From an optimization exercise on the open Yosys and OpenROAD flow, aimed at small area, a short achievable clock period and few clock cycles per item; shortcuts taken in it are not production practice. The RTL was checked by simulation tests, not by an equivalence proof against the original design. Power is estimated from default activity; no workload was simulated.

==> flow/config.mk <==
export PLATFORM = sky130hd
export DESIGN_NAME = bounded_deque_with_indexed_delete_core
export DESIGN_NICKNAME = bounded_deque_with_indexed_delete_core
export VERILOG_FILES = /design/flow/design.v
export SDC_FILE = /design/flow/constraint.sdc
export NUM_CORES = 4
export LEC_CHECK = 0
export CAP_MARGIN = 20
export CORE_MARGIN = 2
export CORE_UTILIZATION = 40
export PLACE_DENSITY = 0.45
export SETUP_SLACK_MARGIN = 3.1
export SLEW_MARGIN = 20
==> flow/constraint.sdc <==
create_clock -name core_clock -period 5.5 [get_ports {clk}]
set_input_delay 1.1000 -clock core_clock [delete_from_list [all_inputs] [get_ports {clk}]]
set_output_delay 1.1000 -clock core_clock [all_outputs]
set_load 0.01 [all_outputs]
==> flow/design.v <==
package bdq_pkg;
  localparam int CAPACITY = 16;
  localparam int AW       = $clog2(CAPACITY);
  localparam int CNT_W    = $clog2(CAPACITY + 1);
  localparam int DATA_W   = 32;
  localparam int POS_W    = 8;
  localparam int LEN_W    = 5;
  localparam int CMD_W    = 2;
  localparam int STAT_W   = 2;
  localparam int IN_TDATA_W  = ((DATA_W + POS_W + 7) / 8) * 8;
  localparam int IN_PAD_W    = IN_TDATA_W - DATA_W - POS_W;
  localparam int OUT_TDATA_W = ((DATA_W + LEN_W + 7) / 8) * 8;
  localparam int OUT_PAD_W   = OUT_TDATA_W - DATA_W - LEN_W;
  typedef enum logic [CMD_W-1:0] {
    CMD_INS_FRONT = 2'd0,
    CMD_INS_BACK  = 2'd1,
    CMD_DELETE    = 2'd2,
    CMD_DUMP      = 2'd3
  } cmd_t;
  typedef enum logic [STAT_W-1:0] {
    STAT_OK    = 2'd0,
    STAT_EMPTY = 2'd1,
    STAT_RANGE = 2'd2,
    STAT_FULL  = 2'd3
  } status_t;
  typedef enum logic [1:0] {
    ST_IDLE,
    ST_SHIFT,
    ST_DUMP,
    ST_RESP
  } state_t;
  typedef struct packed {
    logic              we;
    logic [AW-1:0]     waddr;
    logic [DATA_W-1:0] wdata;
    logic              re;
    logic [AW-1:0]     raddr;
  } mem_req_t;
  typedef struct packed {
    logic                     load;
    logic signed [DATA_W-1:0] item;
    status_t                  status;
    logic [LEN_W-1:0]         length;
    logic                     last;
  } result_t;
  function automatic logic [AW-1:0] ring_idx(input logic [AW-1:0] front,
                                             input logic [CNT_W-1:0] k);
    logic [CNT_W:0] sum;
    sum = (CNT_W + 1)'(front) + (CNT_W + 1)'(k);
    if (sum >= (CNT_W + 1)'(CAPACITY)) begin
      sum = sum - (CNT_W + 1)'(CAPACITY);
    end
    ring_idx = AW'(sum);
  endfunction
endpackage
module bounded_deque_with_indexed_delete_core (
  input  logic                   clk,
  input  logic                   rst_n,
  input  logic                   in_tvalid,
  output logic                   in_tready,
  input  logic [bdq_pkg::IN_TDATA_W-1:0]  in_tdata,    
  input  logic [bdq_pkg::CMD_W-1:0]       in_tuser,    
  output logic                   out_tvalid,
  input  logic                   out_tready,
  output logic [bdq_pkg::OUT_TDATA_W-1:0] out_tdata,   
  output logic [bdq_pkg::STAT_W-1:0]      out_tuser,   
  output logic                   out_tlast
);
  localparam int N = 16;
  localparam int W = 32;
  logic         rdy_r;
  logic         a_fr, a_bk, a_del, a_dump;    
  logic [W-1:0] a_val;
  logic [N-1:0] a_ge;                         
  logic         a_v;
  assign a_v = a_fr || a_bk || a_del || a_dump;
  logic [W-1:0] mem [N];
  logic [N-1:0] occ;         
  logic [4:0]   cnt;         
  logic         dumping;     
  logic [3:0]   rem;         
  logic         x_go;        
  logic         x_fr;        
  logic         x_bk;        
  logic         x_del;       
  logic         x_step;      
  logic         m_v, s_v;
  logic [W-1:0] m_item, s_item;
  logic [4:0]   m_len, s_len;
  logic [1:0]   m_st, s_st;
  logic         m_last, s_last;
  logic         full, empty, del_ok, push, m_free, step_last;
  logic [N-1:0] sn, sb, sp, hold;
  logic [W-1:0] bus;
  logic [W-1:0] r_item;
  logic [4:0]   r_len;
  logic [1:0]   r_st;
  logic         r_last;
  assign full      = occ[N-1];
  assign empty     = !occ[0];
  assign del_ok    = |(a_ge & occ);
  assign push      = x_go || x_step;
  assign m_free    = !m_v || out_tready;
  assign step_last = dumping ? (rem == 4'd0) : !occ[1];
  assign bus       = (dumping || a_dump) ? mem[0] : a_val;
  always_comb begin
    for (int i = 0; i < N; i++) begin
      sp[i] = x_fr;
      sn[i] = (x_del && a_ge[i]) || (x_step && ((i < N - 1) ? occ[(i + 1) % N] : 1'b0));
      sb[i] = (x_bk && ((i == 0) ? 1'b1 : occ[(i + N - 1) % N]) && !occ[i]) ||
              (x_step && occ[i] && ((i < N - 1) ? !occ[(i + 1) % N] : 1'b1));
      hold[i] = !(sp[i] || sn[i] || sb[i]);
    end
  end
  always_comb begin
    r_item = '0;
    r_last = 1'b1;
    r_st   = 2'd0;
    r_len  = cnt;
    if (x_step) begin
      r_item = mem[0];
      r_last = step_last;
    end else if (a_dump) begin
      r_st   = 2'd1;
    end else if (a_del) begin
      r_st  = empty ? 2'd1 : (del_ok ? 2'd0 : 2'd2);
      r_len = del_ok ? cnt - 5'd1 : cnt;
    end else begin
      r_st  = full ? 2'd3 : 2'd0;
      r_len = full ? cnt : cnt + 5'd1;
    end
  end
  always_ff @(posedge clk) begin
    for (int i = 0; i < N; i++) begin
      mem[i] <= ({W{hold[i]}} & mem[i]) |
                ({W{sp[i]}}   & ((i == 0) ? a_val : mem[(i + N - 1) % N])) |
                ({W{sn[i]}}   & ((i < N - 1) ? mem[(i + 1) % N] : '0)) |
                ({W{sb[i]}}   & bus);
    end
  end
  logic         s_v_nxt, m_v_nxt, dumping_nxt;
  logic         a_fr_nxt, a_bk_nxt, a_del_nxt, a_dump_nxt, a_v_nxt, go_nxt;
  logic [3:0]   rem_nxt;
  logic [N-1:0] occ_nxt;
  logic [4:0]   cnt_nxt;
  always_comb begin
    dumping_nxt = dumping;
    rem_nxt     = rem;
    if (x_step) begin
      if (dumping) begin
        dumping_nxt = (rem != 4'd0);
        rem_nxt     = rem - 4'd1;
      end else begin
        dumping_nxt = occ[1];
        rem_nxt     = 4'(cnt - 5'd2);
      end
    end
    occ_nxt = occ;
    cnt_nxt = cnt;
    if (x_fr || (x_bk && !full)) begin
      occ_nxt = {occ[N-2:0], 1'b1};
      cnt_nxt = cnt + 5'd1;
    end else if (x_del && del_ok) begin
      occ_nxt = {1'b0, occ[N-1:1]};
      cnt_nxt = cnt - 5'd1;
    end
    if (m_free) begin
      m_v_nxt = s_v || push;
      s_v_nxt = 1'b0;
    end else begin
      m_v_nxt = 1'b1;
      s_v_nxt = s_v || push;
    end
    a_fr_nxt   = rdy_r ? (in_tvalid && (in_tuser == 2'd0)) : a_fr;
    a_bk_nxt   = rdy_r ? (in_tvalid && (in_tuser == 2'd1)) : a_bk;
    a_del_nxt  = rdy_r ? (in_tvalid && (in_tuser == 2'd2)) : a_del;
    a_dump_nxt = rdy_r ? (in_tvalid && (in_tuser == 2'd3)) : a_dump;
    a_v_nxt    = rdy_r ? in_tvalid : a_v;
    go_nxt     = a_v_nxt && !s_v_nxt && !dumping_nxt;
  end
  always_ff @(posedge clk) begin
    if (!rst_n) begin
      rdy_r   <= 1'b1;
      a_fr    <= 1'b0;
      a_bk    <= 1'b0;
      a_del   <= 1'b0;
      a_dump  <= 1'b0;
      occ     <= '0;
      cnt     <= '0;
      dumping <= 1'b0;
      m_v     <= 1'b0;
      s_v     <= 1'b0;
      x_go    <= 1'b0;
      x_fr    <= 1'b0;
      x_bk    <= 1'b0;
      x_del   <= 1'b0;
      x_step  <= 1'b0;
    end else begin
      rdy_r   <= !a_v_nxt || go_nxt;
      a_fr    <= a_fr_nxt;
      a_bk    <= a_bk_nxt;
      a_del   <= a_del_nxt;
      a_dump  <= a_dump_nxt;
      occ     <= occ_nxt;
      cnt     <= cnt_nxt;
      dumping <= dumping_nxt;
      m_v     <= m_v_nxt;
      s_v     <= s_v_nxt;
      x_go    <= go_nxt;
      x_fr    <= go_nxt && a_fr_nxt && !occ_nxt[N-1];
      x_bk    <= go_nxt && a_bk_nxt;
      x_del   <= go_nxt && a_del_nxt;
      x_step  <= (go_nxt && a_dump_nxt && occ_nxt[0]) || (dumping_nxt && !s_v_nxt);
    end
  end
  always_ff @(posedge clk) begin
    rem <= rem_nxt;
    if (rdy_r) begin
      a_val <= in_tdata[W-1:0];
      for (int i = 0; i < N; i++)
        a_ge[i] <= (in_tdata[W+7:W+4] == 4'd0) && (4'(i) >= in_tdata[W+3:W]);
    end
    if (!s_v) begin
      s_item <= r_item;
      s_len  <= r_len;
      s_st   <= r_st;
      s_last <= r_last;
    end
    if (m_free) begin
      m_item <= s_v ? s_item : r_item;
      m_len  <= s_v ? s_len  : r_len;
      m_st   <= s_v ? s_st   : r_st;
      m_last <= s_v ? s_last : r_last;
    end
  end
  assign in_tready  = rdy_r;
  assign out_tvalid = m_v;
  assign out_tdata  = {3'b000, m_len, m_item};
  assign out_tuser  = m_st;
  assign out_tlast  = m_last;
endmodule
==> flow/run.sh <==
#!/bin/bash
# synth_recipe.tcl (not shown) runs the flow's synth.tcl, then flattens the netlist and writes it again
# the make line also repeats each setting of config.mk as NAME=value (left out here)
make -C /OpenROAD-flow-scripts/flow DESIGN_CONFIG=/design/flow/config.mk WORK_HOME=/design/flow/orfs CLKGATE_MAP_FILE= SYNTH_SCRIPT=/design/flow/synth_recipe.tcl finish
==> impl_metrics.ini, run 1 <==
[drt]
drcViolationCount = 0
ant_nets = 0
wire_per_inst_um = 21.6
viasPerCell = 6.06
first_pass_iters = 12
drtIter0Drc = 3943
vias = 22600
routed_wl_um = 80700

[global_route]
grt_pass1_vias = 21100
antenna_found_initial = 0
overflow = 0
grt_first_pass_wirelength_um = 127000
grt_usage = 0.222
grt_max_degree = 203

[synthesis]
synth_top_area_cell = dfxtp_1
synth_top_area_frac = 0.433
synth-edff-count = 92
synth_seq_cells = 678
syn_inst = 2850
synth_cell_types = 59
synth_area_leaders = dfxtp_1 43%, a222oi_1 19%, nand2_1 14%, edfxtp_1 10%, clkbuf_1 3.3%
synth_flop_cell = dfxtp_1
synth_area_per_cell_um2 = 9.50
syn_area_um2 = 27100
yosysWarnings = 2
synth_common_cells = 992 x nand2_1, 586 x dfxtp_1, 512 x a222oi_1, 239 x clkbuf_1, 92 x edfxtp_1
yosysMostFrequentCell = nand2_1
seq_area_frac_synth = 0.535
synth_async_sr_flop_share = 0

[timing]
finClkSkew_ns = 0.0160
max_freq_mhz = 417
worst_slew_pin_slew_ns = 1.07
hold_viol = 0
rsz0062_at_grt = no
holdWs_ns = 0.457
worst_slack_ns = 3.10
period_share = 0.436
period_needed_ns = 2.40
tns_ns = 0
setup_viol_count_final = 0
slew_violations = 0
max_slew_margin = 0.286

[critical_path]
reg2reg_depth = 5
path_class = reg -> reg
crit_path_end = mem[0][28]
end_kind = flip-flop
path_max_fanout = 202
rr_endpoint = mem[0][28]
regToRegSetupSlack_ns = 3.10
cp-startpoint = x_fr
regToRegStartpoint = x_fr
worstPathArrival_ns = 2.93
start_kind = flip-flop
crit_required_ns = 6.04

[final_layout]
stdcell_area_um2 = 31100
syn_to_final_growth_pct = 14.9
nFillCells = 6292
layoutNonFillerInstCount = 3731
antennaDiodeCount = 0
drive_gt1_frac = 0.0882
nets = 2851

[floorplanning]
die_width_um = 264
coreArea_um2 = 67000
rows = 95
dieArea_um2 = 69800
die_h_um = 264
initial_core_util = 0.404
io_pins = 91

[min_path]
min_path_type = reg -> reg

[clocking]
clockRootBuffer = clkbuf_16
clockBufferDepth = 3
clkTransAtPathRegs_ns = 0.06
hold_buffers = 0
htreeDepth = 3
cts_tree = yes
clock_latency_ns = 0.60
numClockSinks = 678
cts_inserted_buffers = 76

[placement]
placed_cell_area_um2 = 28500
place_ws_ns = 2.20
dp_hpwl_um = 51900
io_buffers = 87
place.gp.congestion = 0.781
dp_cells = 3589

[power_and_ir_drop]
power_density_nw_per_um2 = 404
p_leak_nw = 13.4
ir_drop_mv = 0.214

[status]
outcome = complete, no violations

[flow_run]
maxCapViolations = 0
==> kinds of logic (layout without fill, tap and decap cells) <==
kind of cell,count (synthesis),in the layout,synth area share
other,1,3,0.000139
xor gates and xnor gates,4,4,0.00129
adders and majority gates,7,7,0.00324
muxes,41,41,0.0166
DFF,678,678,0.535
and+or+nand+nor,1104,1104,0.160
AOI/OAI and AO/OA,683,684,0.234
buffers and inverters,332,337,0.0484
==> final cells by class <==
class / instances / area [um^2] / share of cell area
Sequential cell: 678 / 14500 / 0.466
Multi-Input combinational cell: 1843 / 11500 / 0.369
Clock buffer: 119 / 2350 / 0.0756
Timing Repair Buffer: 149 / 1350 / 0.0434
Tap cell: 873 / 1090 / 0.0351
Inverter: 50 / 188 / 0.00603
Clock inverter: 19 / 151 / 0.00487
==> routing by layer <==
layer,vias to the layer above,track usage,share of wire
li1,10900,-,-
met1,10900,0.342,0.50
met2,756,0.321,0.42
met3,82,0.0329,0.065
met4,0,0.0591,0.016
met5,-,0,0
==> sequential cells by signal, summed over array words and instances, names as in the netlist, 2 cells and up <==
register	count
cnt	5
m_item	32
s_st	2
m_len	5
mem	512
rem	4
a_val	32
a_ge	16
occ	16
s_item	32
s_len	5
m_st	2
==> what timing repair did <==
action / CTS / global route
gates cloned: 1 / 0
gates resized for setup: 66 / 11
setup endpoints to repair: 251 / 260
pin swaps: 1 / 1
buffers inserted: 1 / 2
==> report_power, final <==
part	internal, mW	switching, mW	leakage [nW]
Sequential	5.80	0.746	5.82
Clock	3.03	2.03	1.23
Combinational	0.400	0.575	6.40
Total	9.22	3.35	13.4
==> cells in the final DEF, fill, tap and decap left out, types with 34 or more instances in the layout <==
cell	synthesis	final
nand2_1	992	992
dlygate4sd2_1	0	34
clkbuf_16	0	81
inv_1	50	50
edfxtp_1	92	92
a222oi_1	512	512
a22o_1	56	54
clkdlybuf4s50_1	0	44
buf_4	3	52
dfxtp_1	586	581
==> how the worst min path moves through the flow <==
stage | startpoint | to | cells past startpoint
after floorplan | s_st[0] | s_st[0] | 2
after CTS | mem[14][18] | mem[14][18] | 2
final | mem[12][23] | mem[12][23] | 2
after global routing | mem[12][23] | mem[12][23] | 2
after global placement | mem[14][17] | mem[14][17] | 2
after detailed placement | s_st[0] | s_st[0] | 2
==> per-stage QoR <==
| step | utilization | power [mW] |
|---|---|---|
| floorplan | - | 7.07 |
| global placement | 0.425 | 7.53 |
| detailed placement | 0.425 | 7.61 |
| CTS | 0.463 | 12.7 |
| global route | 0.464 | 13.2 |
| finish | 0.464 | 12.6 |
==> critical path: stages, from the launching register on <==
cell and delay (ns):
dfxtp_4 0.50, buf_16 0.30, nor3_4 0.65, buf_4 0.35, nand2_1 0.09, nand2_1 0.06
Testbench counts, summed over its fixed seeds: cycles 19,762, commands 12,000.
==> inputs of run 2 (changes only) <==
--- a/flow/config.mk
+++ b/flow/config.mk
@@ -9,4 +9,6 @@
 export CORE_MARGIN = 2
 export CORE_UTILIZATION = 40
+export CTS_CLUSTER_DIAMETER = 120
+export CTS_CLUSTER_SIZE = 30
 export PLACE_DENSITY = 0.45
 export SETUP_SLACK_MARGIN = 3.1
==> run 2 against run 1 <==
Still clean. Non-clock buffer count down 1. Core utilization fell by 2.7 points. Clock skew grew 0.0072 ns. Sequential share of layout area up 2.8 points. Worst hold slack improved by 0.0091 ns. Clock power is 51% lower. Count of clock-buffer cells in the layout down 83. Global-route usage decreased by 0.68 points. Synthesized cell count unchanged.
==> impl_metrics.ini, run 2 <==
[synthesis]
synth_area_per_cell_um2 = 9.50
syn_area_um2 = 27100
synth_flop_cell = dfxtp_1
syn_inst = 2850
synth_async_sr_flop_share = 0
synth_cell_types = 59
synth_seq_cells = 678
yosysMostFrequentCell = nand2_1
synth_top_area_frac = 0.433
yosysWarnings = 2
synth_top_area_cell = dfxtp_1
synth_area_leaders = dfxtp_1 43%, a222oi_1 19%, nand2_1 14%, edfxtp_1 10%, clkbuf_1 3.3%
seq_area_frac_synth = 0.535
synth_common_cells = 992 x nand2_1, 586 x dfxtp_1, 512 x a222oi_1, 239 x clkbuf_1, 92 x edfxtp_1
synth-edff-count = 92

[floorplanning]
die_h_um = 264
rows = 95
die_width_um = 264
initial_core_util = 0.404
io_pins = 91
dieArea_um2 = 69800
coreArea_um2 = 67000

[placement]
dp_cells = 3589
dp_hpwl_um = 51900
io_buffers = 87
place.gp.congestion = 0.781

[min_path]
min_to = mem[14][25]
whs_path_depth = 2
worstHoldStart = mem[14][25]
min_path_type = reg -> reg

[final_layout]
largest-register = mem
syn_to_final_growth_pct = 8.38
layoutNonFillerInstCount = 3629
regArea_um2 = 14500
largest_reg_flops = 512
nets = 2800
nFillCells = 6423
mostFrequentLayoutCells = 992 x nand2_1, 580 x dfxtp_1, 512 x a222oi_1, 92 x edfxtp_1, 54 x a22o_1
antennaDiodeCount = 0
final_common_cell = nand2_1
drive_gt1_frac = 0.0620
multi_input_area_um2 = 11500

[clocking]
clkTransAtPathRegs_ns = 0.11
clockBufferDepth = 3
htreeDepth = 1
numClockSinks = 678
hold_buffers = 0
clockRootBuffer = clkbuf_16
clock_latency_ns = 0.62
cts_tree = yes
cts_inserted_buffers = 26

[drt]
drtIter0Drc = 3773
ant_nets = 0
wire_per_inst_um = 21.9
routed_wl_um = 79500
viasPerCell = 6.11
drcViolationCount = 0
vias = 22200
first_pass_iters = 15

[critical_path]
path_class = reg -> out
end_kind = output port
cpPeakStageDelay_ns = 0.39
regToRegSetupSlack_ns = 3.24
reg2reg_depth = 5
regToRegStartpoint = occ[14]
path_delay_family = flip-flops
start_kind = flip-flop
path_max_fanout = 1
worstPathArrival_ns = 1.24
crit_chain = clkdlybuf4s15_1
crit_required_ns = 4.40
crit_slowest_cell = edfxtp_1
cp_num_buf_inv = 1
rr_endpoint = m_len[1]

[timing]
hold_viol = 0
slew_violations = 0
setup_viol_count_final = 0
tns_ns = 0
max_freq_mhz = 427
rsz0062_at_grt = no
period_needed_ns = 2.34
max_slew_margin = 0.317
worst_slew_pin_slew_ns = 1.03
holdWs_ns = 0.466
period_share = 0.426
finClkSkew_ns = 0.0232

[power_and_ir_drop]
clkPwrFrac = 0.248
ir_drop_mv = 0.207
p_int_mw = 7.10
pwr-share-seq = 0.654
power.share.switching = 0.288
power_density_nw_per_um2 = 340
p_sw_mw = 2.88
p_leak_nw = 12.5
p_comb_frac = 0.098

[global_route]
grt_pass1_vias = 20600
grt_first_pass_wirelength_um = 125000
antenna_found_initial = 0
grt_usage = 0.215
overflow = 0
grt_max_degree = 203

[status]
outcome = complete, no violations

[flow_run]
maxCapViolations = 0
## run 2: cell counts after synthesis
Identical to the previous run, type by type.
## run 2: cell type report
class	instances	area share
Sequential cell	678	0.495
Multi-Input combinational cell	1843	0.391
Timing Repair Buffer	148	0.0459
Tap cell	873	0.0372
Clock buffer	36	0.0242
Inverter	50	0.00640
Clock inverter	1	0.000554
## run 2: worst max path at each step
| stage | start | endpoint | slack, ns | cells after the start |
|---|---|---|---|---|
| floorplan | in_tdata[37] | a_ge[2] | 3.14 | 4 |
| detailed placement | rst_n | x_step | 2.20 | 6 |
| finish | m_len[2] | out_tdata[34] | 3.16 | 1 |
| CTS | x_fr | mem[6][17] | 3.07 | 5 |
| global placement | rst_n | x_step | 2.18 | 6 |
| global route | m_item[23] | out_tdata[23] | 3.10 | 1 |
## run 2: power groups by stage
stage	clock network (mW)	registers (mW)	logic, mW
4_1_cts	2.57	6.52	0.968
3_5_place_dp	0	6.64	0.970
3_3_place_gp	0	6.61	0.920
5_1_grt	2.72	6.64	1.14
2_1_floorplan	0	6.33	0.748
6_report	2.48	6.53	0.975
## run 2: cells by family after synthesis
group,after synthesis,synth area share
adder cells (fa/ha/maj),7,0.00324
AND/OR/NAND/NOR,1104,0.160
other,1,0.000139
XOR/XNOR,4,0.00129
flip-flops,678,0.535
buffers and inverters,332,0.0484
multiplexers,41,0.0166
AO/OA/AOI/OAI,683,0.234
## run 2: repair_timing
item / in CTS / in global routing
gates resized for setup: 97 / 22
endpoints found under the setup margin: 276 / 239
pin swaps: 1 / 0
cloned: 0 / 1
setup buffers: 1 / 1
## run 2: per-stage QoR
step                instance area [um^2]  worst slack, ns  power, mW   util
detailed placement                 28500             2.20       7.61  0.425
floorplan                          27100             3.14       7.07      -
finish                             29300             3.16       9.98  0.438
global placement                   28500             2.18       7.53  0.425
global route                       29300             3.10       10.5  0.438
CTS                                29300             3.07       10.1  0.437
## run 2: worst reg2reg max path: stages, from the launching register on
cell and delay (ns):
dfxtp_1 0.55, a22oi_1 0.28, nand2_1 0.13, or4_4 0.63, mux2i_1 0.28, a31oi_1 0.13
## run 2: routing by layer
layer  track usage  vias up  share of wire
li1              -    10700              -
met5             0        -              0
met2         0.318      644           0.42
met3        0.0214       54          0.051
met4        0.0344        0          0.013
met1         0.342    10800           0.52
==> inputs of run 3 (changes only) <==
--- a/flow/config.mk
+++ b/flow/config.mk
@@ -9,7 +9,7 @@
 export CORE_MARGIN = 2
 export CORE_UTILIZATION = 40
-export CTS_CLUSTER_DIAMETER = 120
-export CTS_CLUSTER_SIZE = 30
+export CTS_CLUSTER_DIAMETER = 100
+export CTS_CLUSTER_SIZE = 25
 export PLACE_DENSITY = 0.45
-export SETUP_SLACK_MARGIN = 3.1
+export SETUP_SLACK_MARGIN = 3.2
 export SLEW_MARGIN = 20
==> run 3 against run 2 <==
Still clean. Non-clock buffer count increased by 15. Synthesized cell count unchanged. Maximum frequency increased by 3.4%. Flip-flop and latch count unchanged. Design area increased by 1.5%. Count of clock-buffer cells in the layout increased by 8. First-iteration DRC count increased by 2.1%. Power increased by 5.3%. Worst setup slack improved by 0.077 ns.
==> impl_metrics.ini, run 3 <==
[timing]
period_share = 0.412
setup_viol_count_final = 0
tns_ns = 0
max_freq_mhz = 442
finClkSkew_ns = 0.0268
slew_violations = 0
period_needed_ns = 2.26
rsz0062_at_grt = yes
max_slew_margin = 0.304
hold_viol = 0
worst_slew_pin_slew_ns = 1.04

[global_route]
grt_max_degree = 102
grt_pass1_vias = 20900
overflow = 0
antenna_found_initial = 1
grt_first_pass_wirelength_um = 128000
grt_usage = 0.224

[min_path]
min_path_type = reg -> reg
worstHoldStart = mem[10][10]
min_to = mem[10][10]
whs_path_depth = 2

[critical_path]
rr_endpoint = m_len[4]
regToRegSetupSlack_ns = 3.32
reg2reg_depth = 6
path_class = reg -> out
crit_chain = buf_12 > buf_6
worstPathArrival_ns = 1.16
path_delay_family = flip-flops
end_kind = output port
regToRegStartpoint = occ[0]
crit_slowest_cell = dfxtp_4
crit_required_ns = 4.40
start_kind = flip-flop
path_max_fanout = 2
cp_num_buf_inv = 2
cpPeakStageDelay_ns = 0.36

[drt]
m1WireLength_um = 40800
drtIter0Drc = 3853
wire_per_inst_um = 22.1
viasPerCell = 6.11
wl_met2_um = 34100
wl_met3_um = 4870
vias = 22400
first_pass_iters = 14
routed_wl_um = 81000
ant_nets = 0
drcViolationCount = 0
top_layer = met4

[clocking]
numClockSinks = 678
htreeDepth = 2
clock_latency_ns = 0.59
cts_tree = yes
cts_inserted_buffers = 35
clkTransAtPathRegs_ns = 0.10
hold_buffers = 0
clockRootBuffer = clkbuf_16
clockBufferDepth = 3

[synthesis]
synth_flop_cell = dfxtp_1
synth_seq_cells = 678
yosysMostFrequentCell = nand2_1
synth-edff-count = 92
synth_common_cells = 992 x nand2_1, 586 x dfxtp_1, 512 x a222oi_1, 239 x clkbuf_1, 92 x edfxtp_1
yosysWarnings = 2
synth_top_area_frac = 0.433
syn_inst = 2850
synth_cell_types = 59
synth_top_area_cell = dfxtp_1
synth_area_per_cell_um2 = 9.50
seq_area_frac_synth = 0.535
syn_area_um2 = 27100
synth_area_leaders = dfxtp_1 43%, a222oi_1 19%, nand2_1 14%, edfxtp_1 10%, clkbuf_1 3.3%
synth_async_sr_flop_share = 0

[final_layout]
mostFrequentLayoutCells = 992 x nand2_1, 580 x dfxtp_1, 512 x a222oi_1, 92 x edfxtp_1, 66 x buf_4
antennaDiodeCount = 0
stdcell_area_um2 = 29800
nets = 2827
layoutNonFillerInstCount = 3664
drive_gt1_frac = 0.0892
final_common_cell = nand2_1
largest-register = mem
syn_to_final_growth_pct = 9.96
largest_reg_flops = 512
utilization = 0.444

[placement]
io_buffers = 87
dp_cells = 3592
dp_hpwl_um = 52600
place.gp.congestion = 0.795
placed_cell_area_um2 = 28600

[flow_run]
maxCapViolations = 0

[power_and_ir_drop]
pwr-share-seq = 0.621
p_sw_mw = 3.01
p_int_mw = 7.50
p_comb_frac = 0.093
power.share.switching = 0.286
clkPwrFrac = 0.286
p_leak_nw = 12.8
power_density_nw_per_um2 = 353
ir_drop_mv = 0.324
design_power_total_mw = 10.5

[status]
outcome = complete, no violations

[floorplanning]
rows = 95
coreArea_um2 = 67000
die_h_um = 264
die_width_um = 264
dieArea_um2 = 69800
io_pins = 91
initial_core_util = 0.404
[run 3: layout make-up]
class | count | area (um^2)
Tap cell | 873 | 1090
Timing Repair inverter | 3 | 22.5
Clock buffer | 44 | 920
Multi-Input combinational cell | 1843 | 11500
Fill cell | 6399 | 37300
Sequential cell | 678 | 14500
Clock inverter | 10 | 149
Inverter | 50 | 191
Timing Repair Buffer | 163 | 1370
[run 3: per-layer routing]
| layer | track usage | vias to the layer above |
|---|---|---|
| met4 | 0.0481 | 0 |
| met1 | 0.354 | 10800 |
| met3 | 0.0251 | 69 |
| li1 | - | 10800 |
| met5 | 0 | - |
| met2 | 0.326 | 707 |
[run 3: worst max path at each step]
stage,start,to,depth (start not counted)
global placement,rst_n,x_step,6
finish,rdy_r,in_tready,2
global route,rdy_r,in_tready,2
floorplan,in_tdata[38],a_ge[2],4
CTS,rdy_r,in_tready,2
detailed placement,rst_n,x_step,6
[run 3: metrics by stage]
step / hold WS (ns) / worst slack (ns)
floorplan: 0.423 / 3.18
global placement: 0.441 / 2.18
detailed placement: 0.446 / 2.15
CTS: 0.463 / 3.08
global route: 0.477 / 3.19
finish: 0.463 / 3.24
[run 3: logic make-up after synthesis]
kind of cell | after synthesis | synth area share
multiplexers | 41 | 0.0166
AND/OR/NAND/NOR | 1104 | 0.160
other | 1 | 0.000139
AO/OA/AOI/OAI | 683 | 0.234
XOR/XNOR | 4 | 0.00129
flip-flops | 678 | 0.535
adder cells (fa/ha/maj) | 7 | 0.00324
buffers and inverters | 332 | 0.0484
[run 3: timing repair]
item                                    in CTS  in global routing
gates cloned                                 6                  1
endpoints found under the setup margin     339                211
pin swaps                                    3                  2
setup buffers                                5                  6
gates resized for setup                    187                 17
[run 3: tightest hold or removal path: stages, from the launching register on]
cell and delay, ns:
dfxtp_1 0.33, nand2_1 0.06, nand2_1 0.04
[run 3: power by group through the flow]
| stage | Sequential [mW] | Clock [mW] | Combinational [mW] |
|---|---|---|---|
| 6_report | 6.53 | 3.00 | 0.980 |
| 5_1_grt | 6.64 | 3.28 | 1.15 |
| 4_1_cts | 6.52 | 3.12 | 0.974 |
| 3_5_place_dp | 6.63 | 0 | 0.973 |
| 3_3_place_gp | 6.61 | 0 | 0.922 |
| 2_1_floorplan | 6.33 | 0 | 0.749 |
==> inputs of run 4 (changes only) <==
--- a/flow/config.mk
+++ b/flow/config.mk
@@ -12,4 +12,4 @@
 export CTS_CLUSTER_SIZE = 25
 export PLACE_DENSITY = 0.45
-export SETUP_SLACK_MARGIN = 3.2
+export SETUP_SLACK_MARGIN = 3.3
 export SLEW_MARGIN = 20
==> run 4 against run 3 <==
Wire length grew 0.27%. Global-route usage shrank 0.17 points. First-iteration DRC count grew 1.1%. Power grew 0.63%. Core utilization grew 0.34 points. Sequential power is essentially flat. Synthesized cell count is the same. Count of clock-buffer cells in the layout grew 2. Register-to-register slack gained 0.04 ns. Design area grew 0.77%. Maximum frequency shrank 0.29%. Combinational power grew 2%. Largest cell class unchanged. Highest routed layer unchanged.
==> impl_metrics.ini, run 4 <==
[status]
outcome = complete, no violations

[synthesis]
seq_area_frac_synth = 0.535
yosysWarnings = 2
synth_async_sr_flop_share = 0
synth_compound_area_frac = 0.234
yosys.area_share.xor_xnor = 0.00129
synth_top_area_cell = dfxtp_1
synth_fa_ha_area_frac = 0.00324
synthSimpleGateAreaFrac = 0.160
synth_flop_cell = dfxtp_1
synth_top_area_frac = 0.433
synth_cell_types = 59
synth_area_leaders = dfxtp_1 43%, a222oi_1 19%, nand2_1 14%, edfxtp_1 10%, clkbuf_1 3.3%
muxShareOfSynthArea = 0.0166
synth_seq_cells = 678
synth_common_cells = 992 x nand2_1, 586 x dfxtp_1, 512 x a222oi_1, 239 x clkbuf_1, 92 x edfxtp_1
syn_area_um2 = 27100
yosysMostFrequentCell = nand2_1
syn_inst = 2850
synth-edff-count = 92
synth_area_per_cell_um2 = 9.50
synth_top_family_by_area = compound AO/OA/AOI/OAI gates

[min_path]
min_path_type = reg -> reg

[drt]
ant_nets = 0
drcViolationCount = 0
vias = 22500
routed_wl_um = 81200
viasPerCell = 6.11
first_pass_iters = 15
drtIter0Drc = 3896
wire_per_inst_um = 22.1

[critical_path]
crit_chain = buf_12 > buf_6
cpPeakStageDelay_ns = 0.36
crit_slowest_cell = dfxtp_4
worstPathArrival_ns = 1.17
path_delay_family = flip-flops
cp_num_buf_inv = 2
path_max_fanout = 2
start_kind = flip-flop
end_kind = output port
path_class = reg -> out
crit_required_ns = 4.40

[final_layout]
nets = 2838
stdcell_area_um2 = 30000
mostFrequentLayoutCells = 992 x nand2_1, 575 x dfxtp_1, 512 x a222oi_1, 92 x edfxtp_1, 72 x buf_4
largest_reg_flops = 512
drive_gt1_frac = 0.0959
largest-register = mem
antennaDiodeCount = 0
syn_to_final_growth_pct = 10.8
nFillCells = 6409
final_common_cell = nand2_1

[timing]
holdWs_ns = 0.464
period_share = 0.413
rsz0062_at_grt = yes
finClkSkew_ns = 0.0202
max_slew_margin = 0.517
period_needed_ns = 2.27
setup_viol_count_final = 0
max_freq_mhz = 441
tns_ns = 0
slew_violations = 0
worst_slew_pin_slew_ns = 0.725
hold_viol = 0

[clocking]
clock_latency_ns = 0.59
cts_inserted_buffers = 35
clockBufferDepth = 3
hold_buffers = 0
numClockSinks = 678
clockRootBuffer = clkbuf_16
clkTransAtPathRegs_ns = 0.10
cts_tree = yes
htreeDepth = 2

[power_and_ir_drop]
power_density_nw_per_um2 = 353
p_leak_nw = 13.0
ir_drop_mv = 0.190

[floorplanning]
io_pins = 91
coreArea_um2 = 67000
rows = 95
die_h_um = 264
initial_core_util = 0.404
dieArea_um2 = 69800
die_width_um = 264

[global_route]
top_usage_layer = met1
grt_util_met3 = 0.0290
grt_first_pass_wirelength_um = 128000
use_met2 = 0.322
overflow = 0
grt_max_degree = 93
grt_usage = 0.223
grt_pass1_vias = 21000
antenna_found_initial = 0
grtUsageMet1 = 0.351

[placement]
dp_hpwl_um = 52600
io_buffers = 87
place.gp.congestion = 0.810
placed_cell_area_um2 = 28600

[flow_run]
maxCapViolations = 0
==> run 4: cell counts after synthesis <==
Identical to the previous run, type by type.
==> run 4: per-stage QoR <==
| stage | worst slack [ns] | total power, mW | util | cells |
|---|---|---|---|---|
| after detailed placement | 2.06 | 7.61 | 0.426 | 3593 |
| after global routing | 3.18 | 11.1 | 0.447 | 3677 |
| after CTS | 3.09 | 10.6 | 0.442 | 3657 |
| after global placement | 2.14 | 7.53 | 0.426 | 3593 |
| after floorplan | 3.17 | 7.07 | - | 2852 |
| final | 3.23 | 10.6 | 0.447 | 3677 |
==> run 4: repair_timing <==
| action | in CTS | in global routing |
|---|---|---|
| pin swaps | 2 | 6 |
| resized for setup | 193 | 51 |
| setup buffers | 5 | 18 |
| setup endpoints to repair | 486 | 521 |
| gates cloned | 3 | 2 |
==> run 4: path summary, 6_finish.rpt <==
check	to	from	slack [ns]	depth (start not counted)
worst max-delay path	in_tready	rdy_r	3.23	2
worst min register to register	mem[14][19]	mem[14][19]	0.46	2
worst max register to register	m_len[4]	a_ge[3]	3.36	6
worst min-delay path	mem[14][19]	mem[14][19]	0.46	2
==> run 4: cells by family (layout without fill, tap and decap cells) <==
group | after synthesis | after routing
DFF | 678 | 678
xor gates and xnor gates | 4 | 4
muxes | 41 | 41
other | 1 | 3
AOI/OAI and AO/OA | 683 | 684
adders and majority gates | 7 | 7
and+or+nand+nor | 1104 | 1104
buffers and inverters | 332 | 283
==> run 4: metal layers <==
layer,part of all wire,up-vias
met5,0,-
met4,0.015,0
met3,0.062,69
met2,0.41,754
met1,0.51,10800
li1,-,10800
==> run 4: layout make-up <==
class / instances / area [um^2] / area share
Clock inverter: 10 / 114 / 0.00380
Tap cell: 873 / 1090 / 0.0364
Timing Repair inverter: 2 / 12.5 / 0.000417
Sequential cell: 678 / 14500 / 0.484
Multi-Input combinational cell: 1843 / 11600 / 0.388
Clock buffer: 46 / 981 / 0.0327
Inverter: 50 / 191 / 0.00638
Timing Repair Buffer: 175 / 1450 / 0.0485
==> run 4: power breakdown <==
group | total [mW] | internal (mW) | leakage (nW) | switching [mW]
registers | 6.53 | 5.78 | 5.82 | 0.745
logic | 0.997 | 0.414 | 6.65 | 0.583
clock network | 3.05 | 1.34 | 0.533 | 1.71
total | 10.6 | 7.54 | 13.0 | 3.04
==> run 4: worst reg2reg max path: cells and delay by family, from the launching register on <==
kind / cells / cell delay [ns]
AO/OA/AOI/OAI: 3 / 0.68
buffers and inverters: 1 / 0.22
flip-flops: 1 / 0.47
AND/OR/NAND/NOR: 2 / 0.61
==> inputs of run 5 (changes only) <==
--- a/flow/design.v
+++ b/flow/design.v
@@ -81,5 +81,5 @@
   logic [3:0]   rem;         
   logic         x_go;        
-  logic         x_fr;        
+  logic [N-1:0] x_sp;        
   logic         x_bk;        
   logic         x_del;       
@@ -106,5 +106,5 @@
   always_comb begin
     for (int i = 0; i < N; i++) begin
-      sp[i] = x_fr;
+      sp[i] = x_sp[i];
       sn[i] = (x_del && a_ge[i]) || (x_step && ((i < N - 1) ? occ[(i + 1) % N] : 1'b0));
       sb[i] = (x_bk && ((i == 0) ? 1'b1 : occ[(i + N - 1) % N]) && !occ[i]) ||
@@ -158,5 +158,5 @@
     occ_nxt = occ;
     cnt_nxt = cnt;
-    if (x_fr || (x_bk && !full)) begin
+    if (x_sp[0] || (x_bk && !full)) begin
       occ_nxt = {occ[N-2:0], 1'b1};
       cnt_nxt = cnt + 5'd1;
@@ -192,5 +192,5 @@
       s_v     <= 1'b0;
       x_go    <= 1'b0;
-      x_fr    <= 1'b0;
+      x_sp    <= '0;
       x_bk    <= 1'b0;
       x_del   <= 1'b0;
@@ -208,5 +208,6 @@
       s_v     <= s_v_nxt;
       x_go    <= go_nxt;
-      x_fr    <= go_nxt && a_fr_nxt && !occ_nxt[N-1];
+      for (int i = 0; i < N; i++)
+        x_sp[i] <= go_nxt && a_fr_nxt && !occ_nxt[N-1] && ((i == 0) ? 1'b1 : occ_nxt[(i + N - 1) % N]);
       x_bk    <= go_nxt && a_bk_nxt;
       x_del   <= go_nxt && a_del_nxt;
--- a/flow/config.mk
+++ b/flow/config.mk
@@ -9,7 +9,5 @@
 export CORE_MARGIN = 2
 export CORE_UTILIZATION = 40
-export CTS_CLUSTER_DIAMETER = 100
-export CTS_CLUSTER_SIZE = 25
 export PLACE_DENSITY = 0.45
-export SETUP_SLACK_MARGIN = 3.3
+export SETUP_SLACK_MARGIN = 3.25
 export SLEW_MARGIN = 20
==> run 5 against run 4 <==
Final cell count is 2.2% higher. Area after synthesis is 0.75% higher. Power is 5.5% higher. Worst hold slack worse by 0.015 ns. Critical endpoint is now out_tdata[6]. Maximum frequency is 1.8% lower. Combinational power is 55% lower. First-iteration DRC count is 13% higher. Register-to-register slack worse by 0.08 ns. Via count is 8.7% higher. Synthesized cell count is 0.11% higher. Die area is 0.74% higher. Core utilization is 2.4 points higher.
==> impl_metrics.ini, run 5 <==
[synthesis]
synth_area_per_cell_um2 = 9.56
synth_common_cells = 984 x nand2_1, 601 x dfxtp_1, 512 x a222oi_1, 262 x clkbuf_1, 92 x edfxtp_1
yosysWarnings = 2
syn_area_um2 = 27300
synth_fa_ha_area_frac = 0.00321
synth_top_family_by_area = compound AO/OA/AOI/OAI gates
syn_inst = 2853
synth_cell_types = 56
muxShareOfSynthArea = 0.0156
synth-edff-count = 92
synth_compound_area_frac = 0.228
yosys.area_share.xor_xnor = 0.00289
synth_area_leaders = dfxtp_1 44%, a222oi_1 19%, nand2_1 14%, edfxtp_1 10%, clkbuf_1 3.6%
synth_top_area_frac = 0.441
synthSimpleGateAreaFrac = 0.161
seq_area_frac_synth = 0.543
yosysMostFrequentCell = nand2_1
synth_async_sr_flop_share = 0
synth_seq_cells = 693
synth_flop_cell = dfxtp_1
synth_top_area_cell = dfxtp_1

[critical_path]
path_class = reg -> out
crit_slowest_cell = edfxtp_1
end_kind = output port
crit_chain = buf_6
crit_required_ns = 4.40
worstPathArrival_ns = 1.21
cpPeakStageDelay_ns = 0.45
start_kind = flip-flop
regToRegSetupSlack_ns = 3.28
path_delay_family = flip-flops
cp_num_buf_inv = 1
path_max_fanout = 1

[global_route]
overflow = 0
grt_first_pass_wirelength_um = 158000
grt_max_degree = 50
antenna_found_initial = 2
grt_pass1_vias = 24000
grt_usage = 0.296

[timing]
period_share = 0.420
hold_viol = 0
max_freq_mhz = 433
tns_ns = 0
finClkSkew_ns = 0.0239
max_slew_margin = 0.280
rsz0062_at_grt = yes
holdWs_ns = 0.449
worst_slew_pin_slew_ns = 1.08
period_needed_ns = 2.31
slew_violations = 0
setup_viol_count_final = 0

[floorplanning]
io_pins = 91
coreArea_um2 = 67300
initial_core_util = 0.405
dieArea_um2 = 70300
die_h_um = 265
die_width_um = 265
rows = 95

[clocking]
clock_latency_ns = 0.62
numClockSinks = 693
clockBufferDepth = 3
clkTransAtPathRegs_ns = 0.06
cts_tree = yes
hold_buffers = 0
cts_inserted_buffers = 77
htreeDepth = 3
clockRootBuffer = clkbuf_16

[drt]
drcViolationCount = 0
drtIter0Drc = 4392
viasPerCell = 6.50
routed_wl_um = 106000
ant_nets = 0
vias = 24400
first_pass_iters = 14
wire_per_inst_um = 28.3

[placement]
place.gp.congestion = 0.839
io_buffers = 87
dp_hpwl_um = 62500
placed_cell_area_um2 = 28900

[final_layout]
syn_to_final_growth_pct = 16.2
nets = 2886
final_common_cell = nand2_1
largest-register = mem
mostFrequentLayoutCells = 982 x nand2_1, 575 x dfxtp_1, 512 x a222oi_1, 92 x edfxtp_1, 79 x clkbuf_16
largest_reg_flops = 512
utilization = 0.471
stdcell_area_um2 = 31700
antennaDiodeCount = 0
drive_gt1_frac = 0.130

[power_and_ir_drop]
power_density_nw_per_um2 = 352
p_leak_nw = 13.8
ir_drop_mv = 0.265

[min_path]
min_path_type = reg -> reg

[flow_run]
maxCapViolations = 0

[status]
outcome = complete, no violations
-- run 5: final cells by class --
| cell class | count | area (um^2) |
|---|---|---|
| Multi-Input combinational cell | 1832 | 11500 |
| Fill cell | 6244 | 35600 |
| Clock inverter | 19 | 180 |
| Tap cell | 873 | 1090 |
| Inverter | 49 | 188 |
| Timing Repair Buffer | 179 | 1570 |
| Sequential cell | 693 | 14800 |
| Timing Repair inverter | 1 | 5.00 |
| Clock buffer | 113 | 2270 |
-- run 5: stage by stage --
step,std cells,setup slack (ns),total power [mW]
6_report,3759,3.19,11.2
5_1_grt,3759,3.13,11.5
4_1_cts,3751,3.08,11.2
3_5_place_dp,3600,2.18,6.15
3_3_place_gp,3600,2.19,6.13
2_1_floorplan,2855,3.04,5.90
-- run 5: worst paths after layout --
kind              depth (start not counted)           end       from
setup / recovery                          1  out_tdata[6]  m_item[6]
hold reg to reg                           2       s_st[1]    s_st[1]
hold / removal                            2       s_st[1]    s_st[1]
setup reg to reg                          7      x_sp[15]        s_v
-- run 5: routing by layer --
metal  track usage  routed length (um)
met2         0.485               48700
met3        0.0469                9590
met5             0                   0
met4         0.122                3910
met1         0.390               44000
-- run 5: cells by family (layout without fill, tap and decap cells) --
| kind of cell | after synthesis | count (layout) |
|---|---|---|
| AND/OR/NAND/NOR | 1121 | 1124 |
| flip-flops | 693 | 693 |
| AO/OA/AOI/OAI | 651 | 651 |
| buffers and inverters | 333 | 361 |
| multiplexers | 38 | 38 |
| XOR/XNOR | 9 | 9 |
| adder cells (fa/ha/maj) | 7 | 7 |
| other | 1 | 3 |
-- run 5: report_power, final --
group | switching [mW] | internal (mW)
logic | 0.287 | 0.164
registers | 0.236 | 5.36
clock network | 2.11 | 2.99
-- run 5: repair_timing --
item | 4_1_cts | 5_1_grt
cloned | 5 | 1
pin swaps | 4 | 4
buffers inserted | 14 | 7
setup endpoints to repair | 567 | 432
gates resized for setup | 223 | 48
Testbench counts of run 5, summed over its fixed seeds: cycles 19,762, commands 12,000.
==> inputs of run 6 (changes only) <==
--- a/flow/config.mk
+++ b/flow/config.mk
@@ -9,4 +9,6 @@
 export CORE_MARGIN = 2
 export CORE_UTILIZATION = 40
+export CTS_CLUSTER_DIAMETER = 100
+export CTS_CLUSTER_SIZE = 25
 export PLACE_DENSITY = 0.45
 export SETUP_SLACK_MARGIN = 3.25
==> run 6 against run 5 <==
Clock skew increased by 0.0047 ns. Area after synthesis unchanged. Critical path type unchanged. Non-clock buffer count increased by 1. Flip-flop and latch count unchanged. Register-to-register slack got worse by 0.04 ns. Synthesized cell count unchanged. Core utilization decreased by 1.9 points. Count of clock-buffer cells in the layout decreased by 66. Die area unchanged. Sequential share of layout area increased by 2.0 points. Worst hold slack improved by 0.013 ns. Final cell count decreased by 1.8%.
==> impl_metrics.ini, run 6 <==
[floorplanning]
die_h_um = 265
coreArea_um2 = 67300
io_pins = 91
rows = 95
initial_core_util = 0.405
die_width_um = 265
dieArea_um2 = 70300

[final_layout]
antennaDiodeCount = 0
syn_to_final_growth_pct = 11.5
stdcell_area_um2 = 30400
largest-register = mem
drive_gt1_frac = 0.110
layoutNonFillerInstCount = 3690
nets = 2846
mostFrequentLayoutCells = 983 x nand2_1, 575 x dfxtp_1, 512 x a222oi_1, 92 x edfxtp_1, 78 x buf_4
final_common_cell = nand2_1
utilization = 0.452
largest_reg_flops = 512

[critical_path]
path_class = reg -> out
crit_slowest_cell = edfxtp_1
regToRegStartpoint = s_v
regToRegSetupSlack_ns = 3.24
cpPeakStageDelay_ns = 0.46
path_delay_family = flip-flops
cp.depth = 1
crit_chain = buf_6
worstPathArrival_ns = 1.21
path_max_fanout = 1
reg2reg_depth = 7
cp_num_buf_inv = 1
crit_required_ns = 4.40
cp-startpoint = m_item[6]
start_kind = flip-flop
end_kind = output port

[clocking]
numClockSinks = 693
cts_tree = yes
clock_latency_ns = 0.61
cts_inserted_buffers = 36
htreeDepth = 2
clockRootBuffer = clkbuf_16
clkTransAtPathRegs_ns = 0.10
clockBufferDepth = 3

[synthesis]
synth-edff-count = 92
synth_cell_types = 56
synth_top_area_cell = dfxtp_1
yosysWarnings = 2
syn_inst = 2853
synth_top_area_frac = 0.441
synth_area_per_cell_um2 = 9.56
synth_area_leaders = dfxtp_1 44%, a222oi_1 19%, nand2_1 14%, edfxtp_1 10%, clkbuf_1 3.6%
synth_async_sr_flop_share = 0
synth_seq_cells = 693
seq_area_frac_synth = 0.543
syn_area_um2 = 27300
yosysMostFrequentCell = nand2_1
synth_common_cells = 984 x nand2_1, 601 x dfxtp_1, 512 x a222oi_1, 262 x clkbuf_1, 92 x edfxtp_1
synth_flop_cell = dfxtp_1

[timing]
setup_viol_count_final = 0
finClkSkew_ns = 0.0286
period_needed_ns = 2.31
slew_violations = 0
hold_viol = 0
max_slew_margin = 0.286
period_share = 0.420
tns_ns = 0
max_freq_mhz = 433
worst_slack_ns = 3.19
rsz0062_at_grt = yes
holdWs_ns = 0.462
worst_slew_pin_slew_ns = 1.07

[global_route]
use_met2 = 0.488
grt_max_degree = 50
overflow = 0
grt_pass1_vias = 23700
grt_usage = 0.292
grt_util_met3 = 0.0407
top_usage_layer = met2
grt_first_pass_wirelength_um = 156000
grtUsageMet1 = 0.387
antenna_found_initial = 1

[placement]
dp_cells = 3600
place_ws_ns = 2.18
placed_cell_area_um2 = 28900
dp_hpwl_um = 62500
io_buffers = 87
place.gp.congestion = 0.839

[power_and_ir_drop]
design_power_total_mw = 9.33
power_density_nw_per_um2 = 307
p_leak_nw = 13.2
ir_drop_mv = 0.285

[min_path]
min_path_type = reg -> reg
whs_path_depth = 2
worstHoldStart = s_len[3]

[drt]
routed_wl_um = 105000
vias = 24100
wire_per_inst_um = 28.5
ant_nets = 0
drcViolationCount = 0
drtIter0Drc = 4591
viasPerCell = 6.54
first_pass_iters = 12

[flow_run]
maxCapViolations = 0

[status]
outcome = complete, no violations
run 6: changes by cell type in the layout (fill, tap and decap cells not counted), sizes merged:
cell,delta
clkbuf,-66
clkinv,-6
buf,+1
bufinv,+1
clkinvlp,+1
run 6: final timing paths:
check	to
worst max-delay path	out_tdata[6]
worst max register to register	x_sp[6]
worst min-delay path	s_len[3]
worst min register to register	s_len[3]
run 6: metal layers:
| layer | vias to the layer above | wire (um) |
|---|---|---|
| li1 | 10700 | - |
| met1 | 12100 | 44200 |
| met2 | 1127 | 49000 |
| met3 | 188 | 8360 |
| met4 | 2 | 3550 |
| met5 | - | 13 |
run 6: where the power goes:
| group | switching [mW] | total [mW] | internal, mW |
|---|---|---|---|
| sequential | 0.236 | 5.59 | 5.36 |
| combinational | 0.286 | 0.450 | 0.164 |
| clock | 1.80 | 3.29 | 1.49 |
run 6: cell type report:
class / count / area [um^2]
inverters: 49 / 188
multi-input cells: 1832 / 11500
flip-flops and latches: 693 / 14800
fillers: 6342 / 36900
clock inverters: 15 / 205
repair buffers: 180 / 1580
repair inverters: 1 / 5.00
clock buffers: 47 / 983
well taps: 873 / 1090
run 6: kinds of logic after synthesis:
| logic type | Yosys count | share of synthesized area |
|---|---|---|
| adders and majority gates | 7 | 0.00321 |
| buffers and inverters | 333 | 0.0468 |
| and+or+nand+nor | 1121 | 0.161 |
| xor gates and xnor gates | 9 | 0.00289 |
| other | 1 | 0.000138 |
| AOI/OAI and AO/OA | 651 | 0.228 |
| DFF | 693 | 0.543 |
| muxes | 38 | 0.0156 |
run 6: timing repair:
item / CTS / global route
cloned: 5 / 1
hold buffers: 0 / 0
gates resized for setup: 225 / 42
setup buffers: 16 / 6
pin swaps: 5 / 3
endpoints found under the setup margin: 570 / 403
==> inputs of run 7 (changes only) <==
--- a/flow/design.v
+++ b/flow/design.v
@@ -75,4 +75,6 @@
   logic         a_v;
   assign a_v = a_fr || a_bk || a_del || a_dump;
+  logic a_ld;
+  assign a_ld = !a_v || x_go;
   logic [W-1:0] mem [N];
   logic [N-1:0] occ;         
@@ -81,5 +83,5 @@
   logic [3:0]   rem;         
   logic         x_go;        
-  logic [N-1:0] x_sp;        
+  logic         x_fr;        
   logic         x_bk;        
   logic         x_del;       
@@ -106,5 +108,5 @@
   always_comb begin
     for (int i = 0; i < N; i++) begin
-      sp[i] = x_sp[i];
+      sp[i] = x_fr;
       sn[i] = (x_del && a_ge[i]) || (x_step && ((i < N - 1) ? occ[(i + 1) % N] : 1'b0));
       sb[i] = (x_bk && ((i == 0) ? 1'b1 : occ[(i + N - 1) % N]) && !occ[i]) ||
@@ -158,5 +160,5 @@
     occ_nxt = occ;
     cnt_nxt = cnt;
-    if (x_sp[0] || (x_bk && !full)) begin
+    if (x_fr || (x_bk && !full)) begin
       occ_nxt = {occ[N-2:0], 1'b1};
       cnt_nxt = cnt + 5'd1;
@@ -172,9 +174,9 @@
       s_v_nxt = s_v || push;
     end
-    a_fr_nxt   = rdy_r ? (in_tvalid && (in_tuser == 2'd0)) : a_fr;
-    a_bk_nxt   = rdy_r ? (in_tvalid && (in_tuser == 2'd1)) : a_bk;
-    a_del_nxt  = rdy_r ? (in_tvalid && (in_tuser == 2'd2)) : a_del;
-    a_dump_nxt = rdy_r ? (in_tvalid && (in_tuser == 2'd3)) : a_dump;
-    a_v_nxt    = rdy_r ? in_tvalid : a_v;
+    a_fr_nxt   = a_ld ? (in_tvalid && (in_tuser == 2'd0)) : a_fr;
+    a_bk_nxt   = a_ld ? (in_tvalid && (in_tuser == 2'd1)) : a_bk;
+    a_del_nxt  = a_ld ? (in_tvalid && (in_tuser == 2'd2)) : a_del;
+    a_dump_nxt = a_ld ? (in_tvalid && (in_tuser == 2'd3)) : a_dump;
+    a_v_nxt    = a_ld ? in_tvalid : a_v;
     go_nxt     = a_v_nxt && !s_v_nxt && !dumping_nxt;
   end
@@ -192,5 +194,5 @@
       s_v     <= 1'b0;
       x_go    <= 1'b0;
-      x_sp    <= '0;
+      x_fr    <= 1'b0;
       x_bk    <= 1'b0;
       x_del   <= 1'b0;
@@ -208,6 +210,5 @@
       s_v     <= s_v_nxt;
       x_go    <= go_nxt;
-      for (int i = 0; i < N; i++)
-        x_sp[i] <= go_nxt && a_fr_nxt && !occ_nxt[N-1] && ((i == 0) ? 1'b1 : occ_nxt[(i + N - 1) % N]);
+      x_fr    <= go_nxt && a_fr_nxt && !occ_nxt[N-1];
       x_bk    <= go_nxt && a_bk_nxt;
       x_del   <= go_nxt && a_del_nxt;
@@ -217,5 +218,5 @@
   always_ff @(posedge clk) begin
     rem <= rem_nxt;
-    if (rdy_r) begin
+    if (a_ld) begin
       a_val <= in_tdata[W-1:0];
       for (int i = 0; i < N; i++)
--- a/flow/config.mk
+++ b/flow/config.mk
@@ -12,4 +12,4 @@
 export CTS_CLUSTER_SIZE = 25
 export PLACE_DENSITY = 0.45
-export SETUP_SLACK_MARGIN = 3.25
+export SETUP_SLACK_MARGIN = 3.2
 export SLEW_MARGIN = 20
==> run 7 against run 6 <==
Flip-flop and latch count fell by 15. Global-route usage fell by 7.3 points. Sequential share of layout area fell by 0.19 points. Die area fell by 0.41%. Non-clock buffer count fell by 14. Final cell count fell by 0.62%. Worst setup slack improved by 0.059 ns. Combinational power rose by 98%. Sequential power rose by 7.3%. First-iteration DRC count fell by 8.4%. Critical path type unchanged.
==> impl_metrics.ini, run 7 <==
[status]
outcome = complete, no violations

[placement]
place.gp.congestion = 0.805
dp_hpwl_um = 52100
io_buffers = 87

[power_and_ir_drop]
design_power_total_mw = 9.87
clkPwrFrac = 0.302
p_int_mw = 7.14
p_sw_mw = 2.73
pwr-share-seq = 0.608
power.share.switching = 0.276
p_leak_nw = 12.7
ir_drop_mv = 0.227
power_density_nw_per_um2 = 331
p_comb_frac = 0.090

[global_route]
grt_first_pass_wirelength_um = 126000
grt_pass1_vias = 20700
grt_usage = 0.219
overflow = 0
antenna_found_initial = 0
grt_max_degree = 171

[synthesis]
syn_inst = 2854
synth_area_leaders = dfxtp_1 43%, a222oi_1 19%, nand2_1 14%, edfxtp_1 10%, clkbuf_1 3.0%
synth_top_area_frac = 0.432
synth_cell_types = 59
synth_top_area_cell = dfxtp_1
synth_seq_cells = 678
seq_area_frac_synth = 0.534
synth_flop_cell = dfxtp_1
synth_area_per_cell_um2 = 9.51
synth_async_sr_flop_share = 0
yosysMostFrequentCell = nand2_1
syn_area_um2 = 27200
synth-edff-count = 92
yosysWarnings = 2
synth_common_cells = 992 x nand2_1, 586 x dfxtp_1, 512 x a222oi_1, 214 x clkbuf_1, 92 x edfxtp_1

[critical_path]
start_kind = flip-flop
crit_slowest_cell = dfxtp_1
path_class = reg -> out
cpPeakStageDelay_ns = 0.30
worstPathArrival_ns = 1.15
end_kind = output port
cp_num_buf_inv = 1
crit_required_ns = 4.40
path_delay_family = flip-flops
path_max_fanout = 1
crit_chain = dlygate4sd2_1

[timing]
rsz0062_at_grt = no
max_slew_margin = 0.527
period_share = 0.409
setup_viol_count_final = 0
period_needed_ns = 2.25
finClkSkew_ns = 0.0253
hold_viol = 0
tns_ns = 0
worst_slew_pin_slew_ns = 0.709
slew_violations = 0
max_freq_mhz = 445

[final_layout]
nets = 2831
drive_gt1_frac = 0.0920
mostFrequentLayoutCells = 992 x nand2_1, 578 x dfxtp_1, 512 x a222oi_1, 92 x edfxtp_1, 60 x buf_4
syn_to_final_growth_pct = 9.93
antennaDiodeCount = 0
largest_reg_flops = 512
final_common_cell = nand2_1
largest-register = mem

[clocking]
numClockSinks = 678
cts_tree = yes
clock_latency_ns = 0.59
clkTransAtPathRegs_ns = 0.09
htreeDepth = 2
cts_inserted_buffers = 34
clockBufferDepth = 3
hold_buffers = 0
clockRootBuffer = clkbuf_16

[floorplanning]
dieArea_um2 = 70000
coreArea_um2 = 67200
rows = 95
die_width_um = 265
die_h_um = 265
io_pins = 91
initial_core_util = 0.404

[drt]
vias = 22500
viasPerCell = 6.14
drcViolationCount = 0
routed_wl_um = 80700
drtIter0Drc = 4206
ant_nets = 0
wire_per_inst_um = 22.0
first_pass_iters = 15

[flow_run]
maxCapViolations = 0

[min_path]
min_path_type = reg -> reg
-- run 7: changes by cell type after synthesis, sizes merged, moves of 10 or more --
cell,change
dfxtp,-15
o211ai,+10
nor2,-34
or3,+10
nand3,+28
buf,+47
clkbuf,-48
-- run 7: power by group through the flow --
stage               clock network [mW]  logic (mW)  registers [mW]
floorplan                            0       0.621            5.91
global placement                     0       0.832            6.10
detailed placement                   0       0.867            6.11
CTS                               3.10       0.866            5.99
global route                      3.26        1.00            6.08
finish                            2.98       0.889            6.00
-- run 7: logic make-up (layout without fill, tap and decap cells) --
logic type	after synthesis	in the layout	synth area share
DFF	678	678	0.534
and+or+nand+nor	1133	1135	0.166
xor gates and xnor gates	4	4	0.00129
adders and majority gates	7	7	0.00323
muxes	40	40	0.0162
other	1	3	0.000138
AOI/OAI and AO/OA	659	660	0.229
buffers and inverters	332	267	0.0496
-- run 7: area by class of cell --
| class | count | area (um^2) |
|---|---|---|
| timing repair buffer | 166 | 1420 |
| tap | 873 | 1090 |
| sequential | 678 | 14500 |
| fill | 6316 | 37300 |
| multi-input combinational | 1849 | 11600 |
| clock inverter | 7 | 80.1 |
| clock buffer | 45 | 976 |
| inverter | 49 | 190 |
-- run 7: path summary, 6_finish.rpt --
check / start / endpoint / slack [ns] / cells after the start
max reg2reg: x_del / mem[10][17] / 3.32 / 7
min: mem[13][12] / mem[13][12] / 0.46 / 2
max: rdy_r / in_tready / 3.25 / 1
min reg2reg: mem[13][12] / mem[13][12] / 0.46 / 2
-- run 7: per-stage QoR --
step | setup slack (ns) | util | hold WS (ns) | cell area [um^2] | instances
after floorplan | 3.15 | - | 0.423 | 27200 | 2856
after global routing | 3.20 | 0.444 | 0.473 | 29900 | 3667
after detailed placement | 2.48 | 0.426 | 0.445 | 28600 | 3594
after CTS | 3.09 | 0.441 | 0.465 | 29600 | 3654
final | 3.25 | 0.444 | 0.465 | 29900 | 3667
after global placement | 2.48 | 0.426 | 0.443 | 28600 | 3594
-- run 7: repair_timing --
item	CTS	global route
setup buffers	6	11
pin swaps	1	3
gates resized for setup	180	24
setup endpoints to repair	500	373
cloned	2	2
-- run 7: routing by layer --
layer	part of all wire	vias to the layer above	GRT usage
met5	0	-	0
met1	0.50	10900	0.342
li1	-	10800	-
met4	0.012	0	0.0427
met3	0.063	64	0.0253
met2	0.42	760	0.322
Testbench counts of run 7, summed over its fixed seeds: cycles 19,762, commands 12,000.

-- afterwards: timing with drivers on the ports --
How much do the figures lean on ideal ports? The routed layouts below were timed once more, with nothing changed but the port constraints. Step 1 sets driving cells, clkbuf_16 on the clock port and buf_2 on the other inputs (assumed; they add their load-dependent delay and slew). Step 2, shift: input delay + t, output delay - t, t = (earliest + latest rising clock arrival at the registers) / 2. This alone moves slack from input paths to output paths. Slacks: ideal / step 1 / step 2; pairs: ideal / step 1.
run | t, ns | setup slack, ns | slew at the worst register clock pin (ns) | cell pins on the clock port's net
run 1 | 0.659 | 3.103 / 3.089 / 2.750 | 0.06 / 0.06 | 1
run 2 | 0.678 | 3.159 / 3.091 / 2.771 | 0.12 / 0.12 | 1
run 3 | 0.641 | 3.237 / 3.170 / 2.710 | 0.10 / 0.10 | 1
run 4 | 0.647 | 3.230 / 3.164 / 2.712 | 0.11 / 0.11 | 1
run 5 | 0.671 | 3.189 / 3.123 / 2.599 | 0.06 / 0.06 | 1
run 6 | 0.661 | 3.192 / 3.126 / 2.647 | 0.11 / 0.11 | 1
run 7 | 0.647 | 3.251 / 3.185 / 2.651 | 0.10 / 0.10 | 1
After both steps setup and hold are still met in every run listed. The setup slack of run 7, which loses most, moves by -0.066 ns with the drivers and by -0.600 ns with both steps.
